What follows belongs to an exercise in optimizing a design on an open flow for a short achievable clock period and few clock cycles per item; a production flow would make more cautious choices. In this exercise RTL edits were held to simulation tests only and were not proved equivalent to the original. No activity file was given, so power comes from the tool's default toggle rates.

==> inputs of run a <==
==> flow/design.v <==
package dcache_pkg;
  typedef logic [32-1:0] word_t;
  typedef struct packed {
    logic                     valid;
    logic                     dirty;
    logic [(32 - 3 - 3)-1:0] tag;
    word_t [2-1:0] data;
  } dcache_frame_t;
  typedef enum logic [3:0] {
    IDLE,
    INV_REQ,
    EVICT_WB1,
    EVICT_WB2,
    FILL1,
    FILL2,
    FILL_DONE,
    SNOOP_WB1,
    SNOOP_WB2,
    SNOOP_TRANS
  } dcache_state_t;
endpackage
`timescale 1ns/1ps
module dcache_tag_eq (
  input  logic [(32 - 3 - 3)-1:0] tag_in,
  input  logic [(32 - 3 - 3)-1:0] tag_line,
  output logic                     eq
);
  assign eq = (tag_in == tag_line);
endmodule
module dcache_hit_any #(parameter int N = 16) (
  input  logic [N-1:0] eq,
  input  logic [N-1:0] qual,
  output logic         hit
);
  assign hit = |(eq & qual);
endmodule
module dcache_hit_word #(parameter int N = 16) (
  input  logic [N-1:0]                     eq,
  input  logic [N-1:0]                     sel,
  input  logic [N-1:0][32-1:0] words,
  output logic [32-1:0]        word
);
  always_comb
  begin
    word = '0;
    for (int i = 0; i < N; i++)
      word = word | (words[i] & {32{eq[i] && sel[i]}});
  end
endmodule
`timescale 1ns/1ps
module dcache (
  input  logic               CLK,
  input  logic               nRST,
  input  logic               dmem_ren,
  input  logic               dmem_wen,
  input  dcache_pkg::word_t  dmem_addr,
  input  dcache_pkg::word_t  dmem_store,
  output logic               dhit,
  output dcache_pkg::word_t  dmem_load,
  input  logic               dwait,
  input  dcache_pkg::word_t  dload,
  output logic               dren,
  output logic               dwen,
  output dcache_pkg::word_t  daddr,
  output dcache_pkg::word_t  dstore,
  input  logic               cc_grant,
  output logic               cc_inv_req,
  output dcache_pkg::word_t  cc_addr,
  input  logic               snoop_req,
  input  logic               snoop_excl,
  input  dcache_pkg::word_t  snoop_addr,
  output logic               snoop_ack
);
  localparam int IW = 3;
  localparam int TW = (32 - 3 - 3);
  localparam int NS = 2**IW;
  localparam int NE = 2*NS;      
  logic [NE-1:0]             valid_r, dirty_r;
  logic [NE-1:0][TW-1:0]     tag_r;
  logic [NE-1:0][1:0][31:0]  data_r;
  logic [NS-1:0]             lru_r;     
  logic        wen_q, sexcl_q;
  logic [31:0] addr_q, store_q;
  logic        c_busy;      
  logic        s_pre;       
  logic        s_busy;      
  logic        miss_q;      
  logic        way_q;       
  logic        xd_q;        
  logic [1:0]  step;        
  logic        wb_q;        
  logic [IW-1:0] wb_idx;    
  logic        wb_way;
  logic        s_hit_q, s_way_q;
  logic [31:0] fb0, fb1;    
  logic        dhit_q, dren_q, dwen_q, inv_q, sack_q;
  logic [31:0] load_q, daddr_q, dstore_q;
  assign dhit       = dhit_q;
  assign dmem_load  = load_q;
  assign dren       = dren_q;
  assign dwen       = dwen_q;
  assign daddr      = daddr_q;
  assign dstore     = dstore_q;
  assign cc_inv_req = inv_q;
  assign cc_addr    = {addr_q[31:3], 3'b000};
  assign snoop_ack  = sack_q;
  logic idle;
  assign idle = !(c_busy || s_pre || s_busy || dhit_q || sack_q);
  logic [IW-1:0] c_idx, s_idx, a_idx;
  assign c_idx = dmem_addr[IW+2:3];
  assign s_idx = snoop_addr[IW+2:3];
  assign a_idx = addr_q[IW+2:3];
  logic [NE-1:0] c_eq, s_eq;
  for (genvar e = 0; e < NE; e++)
  begin : g_line
    dcache_tag_eq u_ceq (.tag_in(dmem_addr[31:IW+3]),  .tag_line(tag_r[e]), .eq(c_eq[e]));
    dcache_tag_eq u_seq (.tag_in(snoop_addr[31:IW+3]), .tag_line(tag_r[e]), .eq(s_eq[e]));
  end
  logic [NE-1:0] c_sel, s_sel, c_q_dirty, c_q_w1, c_q_done, s_q_dirty, s_q_w1;
  always_comb
    for (int e = 0; e < NE; e++)
    begin
      c_sel[e]     = valid_r[e] && (c_idx == e[IW:1]);
      s_sel[e]     = valid_r[e] && (s_idx == e[IW:1]);
      c_q_dirty[e] = c_sel[e] && dirty_r[e];
      c_q_w1[e]    = c_sel[e] && e[0];
      c_q_done[e]  = c_sel[e] && (!dmem_wen || dirty_r[e]);
      s_q_dirty[e] = s_sel[e] && dirty_r[e];
      s_q_w1[e]    = s_sel[e] && e[0];
    end
  logic c_hit, c_way, c_dirty, c_hd, s_hit, s_way, s_wb;
  dcache_hit_any #(.N(NE)) u_chit  (.eq(c_eq), .qual(c_sel),     .hit(c_hit));
  dcache_hit_any #(.N(NE)) u_cway  (.eq(c_eq), .qual(c_q_w1),    .hit(c_way));
  dcache_hit_any #(.N(NE)) u_cdirt (.eq(c_eq), .qual(c_q_dirty), .hit(c_dirty));
  dcache_hit_any #(.N(NE)) u_cdone (.eq(c_eq), .qual(c_q_done),  .hit(c_hd));
  dcache_hit_any #(.N(NE)) u_shit  (.eq(s_eq), .qual(s_sel),     .hit(s_hit));
  dcache_hit_any #(.N(NE)) u_sway  (.eq(s_eq), .qual(s_q_w1),    .hit(s_way));
  dcache_hit_any #(.N(NE)) u_swb   (.eq(s_eq), .qual(s_q_dirty), .hit(s_wb));
  logic [NE-1:0][31:0] c_lw;
  logic [31:0]         c_word;
  always_comb
    for (int e = 0; e < NE; e++)
      c_lw[e] = data_r[e][dmem_addr[2]];
  dcache_hit_word #(.N(NE)) u_cword (.eq(c_eq), .sel(c_sel), .words(c_lw), .word(c_word));
  logic c_v0, c_v1, c_d0, c_d1;
  assign c_v0 = valid_r[{c_idx, 1'b0}];
  assign c_v1 = valid_r[{c_idx, 1'b1}];
  assign c_d0 = dirty_r[{c_idx, 1'b0}];
  assign c_d1 = dirty_r[{c_idx, 1'b1}];
  logic pick, pick_wb;
  always_comb
  begin
    if (!c_v0)
      pick = 1'b0;
    else if (!c_v1)
      pick = 1'b1;
    else
      pick = lru_r[c_idx];
  end
  assign pick_wb = pick ? (c_v1 && c_d1) : (c_v0 && c_d0);
  logic look_s, look_c;
  assign look_s = idle && snoop_req;
  assign look_c = idle && !snoop_req && (dmem_ren || dmem_wen);
  logic x_ok, x_last;
  assign x_ok   = (dren_q || dwen_q) && !dwait;       
  assign x_last = step[0] && (step[1] || !wb_q);
  logic [TW-1:0]    wb_tag;
  logic [1:0][31:0] wb_line;
  assign wb_tag  = tag_r[{wb_idx, wb_way}];
  assign wb_line = data_r[{wb_idx, wb_way}];
  logic c_end, s_end;
  assign c_end = c_busy && (xd_q || (x_ok && x_last)) && (!inv_q || cc_grant);
  assign s_end = s_busy && x_ok && x_last;
  always_ff @(posedge CLK)
  begin
    wen_q   <= dmem_wen;
    addr_q  <= dmem_addr;
    store_q <= dmem_store;
    sexcl_q <= snoop_excl;
  end
  always_ff @(posedge CLK, negedge nRST)
  begin
    if (!nRST)
    begin
      c_busy <= 1'b0;
      s_pre  <= 1'b0;
      s_busy <= 1'b0;
      dhit_q <= 1'b0;
      sack_q <= 1'b0;
      dren_q <= 1'b0;
      dwen_q <= 1'b0;
      inv_q  <= 1'b0;
    end
    else
    begin
      dhit_q <= (look_c && c_hd) || c_end;
      c_busy <= (look_c && !c_hd) || (c_busy && !c_end);
      sack_q <= (look_s && !s_wb) || s_end;
      s_pre  <= look_s && s_wb;
      s_busy <= s_pre || (s_busy && !s_end);
      dren_q <= (look_c && !c_hit) || (dren_q && !(x_ok && step[0]));
      dwen_q <= s_pre || (dren_q && x_ok && step[0] && wb_q) || (dwen_q && !(x_ok && step[0]));
      inv_q  <= (look_c && dmem_wen && !(c_hit && c_dirty)) || (inv_q && !cc_grant);
    end
  end
  always_ff @(posedge CLK)
  begin
    if (idle)
    begin
      miss_q  <= !c_hit;
      way_q   <= c_hit ? c_way : pick;
      xd_q    <= c_hit;
      step    <= snoop_req ? 2'd2 : 2'd0;
      wb_q    <= snoop_req ? 1'b1 : pick_wb;
      wb_idx  <= snoop_req ? s_idx : c_idx;
      wb_way  <= snoop_req ? s_way : pick;
      s_hit_q <= s_hit;
      s_way_q <= s_way;
      daddr_q <= snoop_req ? {snoop_addr[31:3], 3'b000} : {dmem_addr[31:3], 3'b000};
    end
    else if (s_pre)
      dstore_q <= wb_line[0];
    else if (x_ok)
    begin
      if (x_last)
        xd_q <= 1'b1;
      else
        step <= step + 2'd1;
      case (step)
        2'd0: daddr_q[2] <= 1'b1;
        2'd1:
        begin
          daddr_q  <= {wb_tag, wb_idx, 3'b000};
          dstore_q <= wb_line[0];
        end
        2'd2:
        begin
          daddr_q[2] <= 1'b1;
          dstore_q   <= wb_line[1];
        end
        default: ;
      endcase
    end
    if (dren_q && step == 2'd0)
      fb0 <= dload;
    if (dren_q && step == 2'd1)
      fb1 <= dload;
    if (c_busy)
      load_q <= addr_q[2] ? ((dren_q && step == 2'd1) ? dload : fb1) : fb0;
    else
      load_q <= c_word;
  end
  always_ff @(posedge CLK)
  begin
    for (int e = 0; e < NE; e++)
    begin
      if (dhit_q && e[IW:1] == a_idx && e[0] == way_q)
      begin
        if (miss_q)
          tag_r[e] <= addr_q[31:IW+3];
        for (int k = 0; k < 2; k++)
        begin
          if (wen_q && addr_q[2] == k[0])
            data_r[e][k] <= store_q;
          else if (miss_q)
            data_r[e][k] <= (k == 0) ? fb0 : fb1;
        end
      end
    end
  end
  always_ff @(posedge CLK, negedge nRST)
  begin
    if (!nRST)
    begin
      valid_r <= '0;
      dirty_r <= '0;
      lru_r   <= '0;
    end
    else
    begin
      for (int e = 0; e < NE; e++)
      begin
        if (dhit_q && e[IW:1] == a_idx && e[0] == way_q)
        begin
          if (miss_q)
            valid_r[e] <= 1'b1;
          if (wen_q)
            dirty_r[e] <= 1'b1;
          else if (miss_q)
            dirty_r[e] <= 1'b0;
        end
        if (sack_q && s_hit_q && e[IW:1] == wb_idx && e[0] == s_way_q)
        begin
          dirty_r[e] <= 1'b0;
          if (sexcl_q)
            valid_r[e] <= 1'b0;
        end
      end
      if (dhit_q)
        lru_r[a_idx] <= ~way_q;
    end
  end
endmodule
==> flow/flow/run.sh <==
#!/bin/bash
# The standard layout (the standard synthesis script and ORFS steps), with two changes to
# how it is made:
#  - timing repair aims well below the clock period (a larger setup margin), so that paths far
#    shorter than the period are still improved;
#  - the slow 4-input NOR-type cells (and 3-input ORs) are added to the cells synthesis and
#    repair may not use, next to the platform's own don't-use list.
# The SDC, the clock period and everything measured are the standard flow's own.
set -euo pipefail
PLATFORM_DONT_USE="sky130_fd_sc_hd__probe_p_8 sky130_fd_sc_hd__probec_p_8 sky130_fd_sc_hd__lpflow_bleeder_1 sky130_fd_sc_hd__lpflow_clkbufkapwr_1 sky130_fd_sc_hd__lpflow_clkbufkapwr_16 sky130_fd_sc_hd__lpflow_clkbufkapwr_2 sky130_fd_sc_hd__lpflow_clkbufkapwr_4 sky130_fd_sc_hd__lpflow_clkbufkapwr_8 sky130_fd_sc_hd__lpflow_clkinvkapwr_1 sky130_fd_sc_hd__lpflow_clkinvkapwr_16 sky130_fd_sc_hd__lpflow_clkinvkapwr_2 sky130_fd_sc_hd__lpflow_clkinvkapwr_4 sky130_fd_sc_hd__lpflow_clkinvkapwr_8 sky130_fd_sc_hd__lpflow_decapkapwr_12 sky130_fd_sc_hd__lpflow_decapkapwr_3 sky130_fd_sc_hd__lpflow_decapkapwr_4 sky130_fd_sc_hd__lpflow_decapkapwr_6 sky130_fd_sc_hd__lpflow_decapkapwr_8 sky130_fd_sc_hd__lpflow_inputiso0n_1 sky130_fd_sc_hd__lpflow_inputiso0p_1 sky130_fd_sc_hd__lpflow_inputiso1n_1 sky130_fd_sc_hd__lpflow_inputiso1p_1 sky130_fd_sc_hd__lpflow_inputisolatch_1 sky130_fd_sc_hd__lpflow_isobufsrc_1 sky130_fd_sc_hd__lpflow_isobufsrc_16 sky130_fd_sc_hd__lpflow_isobufsrc_2 sky130_fd_sc_hd__lpflow_isobufsrc_4 sky130_fd_sc_hd__lpflow_isobufsrc_8 sky130_fd_sc_hd__lpflow_isobufsrckapwr_16 sky130_fd_sc_hd__lpflow_lsbuf_lh_hl_isowell_tap_1 sky130_fd_sc_hd__lpflow_lsbuf_lh_hl_isowell_tap_2 sky130_fd_sc_hd__lpflow_lsbuf_lh_hl_isowell_tap_4 sky130_fd_sc_hd__lpflow_lsbuf_lh_isowell_4 sky130_fd_sc_hd__lpflow_lsbuf_lh_isowell_tap_1 sky130_fd_sc_hd__lpflow_lsbuf_lh_isowell_tap_2 sky130_fd_sc_hd__lpflow_lsbuf_lh_isowell_tap_4"
SLOW_CELLS="sky130_fd_sc_hd__or4_1 sky130_fd_sc_hd__or4_2 sky130_fd_sc_hd__or4_4 sky130_fd_sc_hd__or4b_1 sky130_fd_sc_hd__or4b_2 sky130_fd_sc_hd__or4b_4 sky130_fd_sc_hd__or4bb_1 sky130_fd_sc_hd__or4bb_2 sky130_fd_sc_hd__or4bb_4 sky130_fd_sc_hd__nor4_1 sky130_fd_sc_hd__nor4_2 sky130_fd_sc_hd__nor4_4 sky130_fd_sc_hd__nor4b_1 sky130_fd_sc_hd__nor4b_2 sky130_fd_sc_hd__nor4b_4 sky130_fd_sc_hd__nor4bb_1 sky130_fd_sc_hd__nor4bb_2 sky130_fd_sc_hd__nor4bb_4 sky130_fd_sc_hd__a2111oi_0 sky130_fd_sc_hd__a2111oi_1 sky130_fd_sc_hd__a2111oi_2 sky130_fd_sc_hd__a2111oi_4 sky130_fd_sc_hd__a2111o_1 sky130_fd_sc_hd__a2111o_2 sky130_fd_sc_hd__a2111o_4 sky130_fd_sc_hd__or3_1 sky130_fd_sc_hd__or3_2 sky130_fd_sc_hd__or3_4 sky130_fd_sc_hd__or3b_1 sky130_fd_sc_hd__or3b_2 sky130_fd_sc_hd__or3b_4 "
bash standard.sh SETUP_SLACK_MARGIN=6.5 "DONT_USE_CELLS=$PLATFORM_DONT_USE $SLOW_CELLS" finish > make_finish.log 2>&1
==> flow/standard.sh <==
#!/bin/bash
# synth_recipe.tcl (not shown) runs the flow's synth.tcl, then flattens the netlist and writes it again
# the make line also repeats each setting of config.mk as NAME=value (left out here)
make -C /OpenROAD-flow-scripts/flow DESIGN_CONFIG=/design/flow/config.mk WORK_HOME=/design/flow/orfs CLKGATE_MAP_FILE= SYNTH_SCRIPT=/design/flow/synth_recipe.tcl "${@:-finish}"
==> flow/config.mk <==
export PLATFORM = sky130hd
export DESIGN_NAME = dcache
export DESIGN_NICKNAME = dcache
export VERILOG_FILES = /design/flow/design.v
export SDC_FILE = /design/flow/constraint.sdc
export NUM_CORES = 4
export LEC_CHECK = 0
export ABC_CLOCK_PERIOD_IN_PS = 2500
export CAP_MARGIN = 20
export CORE_MARGIN = 2
export CORE_UTILIZATION = 45
export PLACE_DENSITY = 0.65
export SLEW_MARGIN = 20
export SYNTH_HIERARCHICAL = 1
==> flow/constraint.sdc <==
create_clock -name core_clock -period 10.0 [get_ports {CLK}]
set_input_delay 2.0000 -clock core_clock [delete_from_list [all_inputs] [get_ports {CLK}]]
set_output_delay 2.0000 -clock core_clock [all_outputs]
set_load 0.01 [all_outputs]
==> inputs of run b, as changes to run a <==
--- a/flow/design.v
+++ b/flow/design.v
@@ -28,4 +28,11 @@
   assign eq = (tag_in == tag_line);
 endmodule
+module dcache_tag_eq_word (
+  input  logic [(32 - 3 - 3)-1:0] tag_in,
+  input  logic [(32 - 3 - 3)-1:0] tag_line,
+  output logic                     eq
+);
+  assign eq = (tag_in == tag_line);
+endmodule
 module dcache_hit_any #(parameter int N = 16) (
   input  logic [N-1:0] eq,
@@ -111,8 +118,9 @@
   assign s_idx = snoop_addr[IW+2:3];
   assign a_idx = addr_q[IW+2:3];
-  logic [NE-1:0] c_eq, s_eq;
+  logic [NE-1:0] c_eq, c_eqw, s_eq;
   for (genvar e = 0; e < NE; e++)
   begin : g_line
     dcache_tag_eq u_ceq (.tag_in(dmem_addr[31:IW+3]),  .tag_line(tag_r[e]), .eq(c_eq[e]));
+    dcache_tag_eq_word u_ceqw (.tag_in(dmem_addr[31:IW+3]), .tag_line(tag_r[e]), .eq(c_eqw[e]));
     dcache_tag_eq u_seq (.tag_in(snoop_addr[31:IW+3]), .tag_line(tag_r[e]), .eq(s_eq[e]));
   end
@@ -142,5 +150,5 @@
     for (int e = 0; e < NE; e++)
       c_lw[e] = data_r[e][dmem_addr[2]];
-  dcache_hit_word #(.N(NE)) u_cword (.eq(c_eq), .sel(c_sel), .words(c_lw), .word(c_word));
+  dcache_hit_word #(.N(NE)) u_cword (.eq(c_eqw), .sel(c_sel), .words(c_lw), .word(c_word));
   logic c_v0, c_v1, c_d0, c_d1;
   assign c_v0 = valid_r[{c_idx, 1'b0}];
==> flow/flow/run.sh (replaced) <==
#!/bin/bash
# The standard layout (the standard synthesis script and ORFS steps), with two changes to
# how it is made:
#  - timing repair aims well below the clock period (a larger setup margin), so that paths far
#    shorter than the period are still improved;
#  - the slow NOR-type cells (4- and 3-input NORs and ORs) are added to the cells synthesis and
#    repair may not use, next to the platform's own don't-use list.
# The SDC, the clock period and everything measured are the standard flow's own.
set -euo pipefail
PLATFORM_DONT_USE="sky130_fd_sc_hd__probe_p_8 sky130_fd_sc_hd__probec_p_8 sky130_fd_sc_hd__lpflow_bleeder_1 sky130_fd_sc_hd__lpflow_clkbufkapwr_1 sky130_fd_sc_hd__lpflow_clkbufkapwr_16 sky130_fd_sc_hd__lpflow_clkbufkapwr_2 sky130_fd_sc_hd__lpflow_clkbufkapwr_4 sky130_fd_sc_hd__lpflow_clkbufkapwr_8 sky130_fd_sc_hd__lpflow_clkinvkapwr_1 sky130_fd_sc_hd__lpflow_clkinvkapwr_16 sky130_fd_sc_hd__lpflow_clkinvkapwr_2 sky130_fd_sc_hd__lpflow_clkinvkapwr_4 sky130_fd_sc_hd__lpflow_clkinvkapwr_8 sky130_fd_sc_hd__lpflow_decapkapwr_12 sky130_fd_sc_hd__lpflow_decapkapwr_3 sky130_fd_sc_hd__lpflow_decapkapwr_4 sky130_fd_sc_hd__lpflow_decapkapwr_6 sky130_fd_sc_hd__lpflow_decapkapwr_8 sky130_fd_sc_hd__lpflow_inputiso0n_1 sky130_fd_sc_hd__lpflow_inputiso0p_1 sky130_fd_sc_hd__lpflow_inputiso1n_1 sky130_fd_sc_hd__lpflow_inputiso1p_1 sky130_fd_sc_hd__lpflow_inputisolatch_1 sky130_fd_sc_hd__lpflow_isobufsrc_1 sky130_fd_sc_hd__lpflow_isobufsrc_16 sky130_fd_sc_hd__lpflow_isobufsrc_2 sky130_fd_sc_hd__lpflow_isobufsrc_4 sky130_fd_sc_hd__lpflow_isobufsrc_8 sky130_fd_sc_hd__lpflow_isobufsrckapwr_16 sky130_fd_sc_hd__lpflow_lsbuf_lh_hl_isowell_tap_1 sky130_fd_sc_hd__lpflow_lsbuf_lh_hl_isowell_tap_2 sky130_fd_sc_hd__lpflow_lsbuf_lh_hl_isowell_tap_4 sky130_fd_sc_hd__lpflow_lsbuf_lh_isowell_4 sky130_fd_sc_hd__lpflow_lsbuf_lh_isowell_tap_1 sky130_fd_sc_hd__lpflow_lsbuf_lh_isowell_tap_2 sky130_fd_sc_hd__lpflow_lsbuf_lh_isowell_tap_4"
SLOW_CELLS="sky130_fd_sc_hd__or4_1 sky130_fd_sc_hd__or4_2 sky130_fd_sc_hd__or4_4 sky130_fd_sc_hd__or4b_1 sky130_fd_sc_hd__or4b_2 sky130_fd_sc_hd__or4b_4 sky130_fd_sc_hd__or4bb_1 sky130_fd_sc_hd__or4bb_2 sky130_fd_sc_hd__or4bb_4 sky130_fd_sc_hd__nor4_1 sky130_fd_sc_hd__nor4_2 sky130_fd_sc_hd__nor4_4 sky130_fd_sc_hd__nor4b_1 sky130_fd_sc_hd__nor4b_2 sky130_fd_sc_hd__nor4b_4 sky130_fd_sc_hd__nor4bb_1 sky130_fd_sc_hd__nor4bb_2 sky130_fd_sc_hd__nor4bb_4 sky130_fd_sc_hd__a2111oi_0 sky130_fd_sc_hd__a2111oi_1 sky130_fd_sc_hd__a2111oi_2 sky130_fd_sc_hd__a2111oi_4 sky130_fd_sc_hd__a2111o_1 sky130_fd_sc_hd__a2111o_2 sky130_fd_sc_hd__a2111o_4 sky130_fd_sc_hd__or3_1 sky130_fd_sc_hd__or3_2 sky130_fd_sc_hd__or3_4 sky130_fd_sc_hd__or3b_1 sky130_fd_sc_hd__or3b_2 sky130_fd_sc_hd__or3b_4 sky130_fd_sc_hd__nor3_1 sky130_fd_sc_hd__nor3_2 sky130_fd_sc_hd__nor3_4 sky130_fd_sc_hd__nor3b_1 sky130_fd_sc_hd__nor3b_2 sky130_fd_sc_hd__nor3b_4"
bash standard.sh SETUP_SLACK_MARGIN=6.5 "DONT_USE_CELLS=$PLATFORM_DONT_USE $SLOW_CELLS" finish > make_finish.log 2>&1
==> summary of the runs <==
Clock power is about the same in run a and run b.
Sequential cell count is the same in run b and run a.
Of run a and run b, run b has the higher sequential power (gap about 0.4%, measured against run b).
Against run b, the first-iteration DRC count of run a is lower by 6.5%.
Cell area: run a is lower than run b (3.5%).
In run b the worst hold slack is lower than in run a, by 0.011 ns.
Between run b and run a, the lower utilization is in run b (gap 0.78 points).
Die area: run b is larger than run a (about 5%).
Between run b and run a, the lower via count is in run a (gap 7.8%, measured against run a).
==> figures <==
item                                                                      run a                     run b
Crit path top cell by count                             sky130_fd_sc_hd__buf_12  sky130_fd_sc_hd__nand4_1
Pint                                                                    16.0 mW                   16.0 mW
Critical path launch point                                        dmem_addr[15]             dmem_addr[10]
Mux contribution to synthesized area                                      20.1%                     19.1%
Via count of the first global-routing pass                                61.2k                     65.1k
Worst-skew pair later-pin latency                                       0.87 ns                   0.88 ns
Combinational power share                                                 30.7%                     31.2%
Worst path depth                                                             15                        11
Number of buffers inserted during clock tree synthesis                      185                       187
Placed cell area                                                   0.0927 sq mm              0.0974 sq mm
Placer congestion estimate                                                0.917                     0.916
Data required time at the worst endpoint                               10.77 ns                  10.59 ns
Average wire length per cell after detail routing                  39.3 microns              39.0 microns
Adder-cell share of the synthesized area                                 0.143%                    0.136%
Leakage power                                                           36.0 nW                   36.5 nW
Outcome                                                timing/DRC/antenna clean  timing/DRC/antenna clean
Effective utilization at floorplan                                        45.1%                     45.2%
Storage element area                                               0.0503 sq mm              0.0503 sq mm
Largest fanout on the critical path                                           7                         5
Testbench counts of run a, summed over its fixed seeds: cycles 345,737, requests 64,000.
Testbench counts of run b, summed over its fixed seeds: cycles 345,737, requests 64,000.

separate check: timing with driven ports:
The results above use ideal ports. As a check the final layouts listed here were re-extracted and re-timed, cells and wires unchanged.
Step 1, drivers: a clkbuf_16 drives CLK and a buf_2 each remaining input, both assumed.
Step 2 moves the port delays by t, midway between the first and last clock arrival at a register: inputs arrive t later, outputs are due t later. That takes back most of the time a late clock gives input paths.
Slacks: ideal / step 1 / step 2; pairs: ideal / step 1.
run	t (ns)	slack for setup (ns)	clock arrival spread, ns	worst register clock-pin slew, ns
run a	0.933	6.141 / 6.153 / 5.220	0.069 / 0.068	0.07 / 0.07
run b	0.949	6.249 / 6.228 / 5.337	0.072 / 0.072	0.07 / 0.07
After both steps setup and hold are still met in every run listed. The setup slack of run a, which loses most, moves by +0.012 ns with the drivers and by -0.921 ns with both steps.
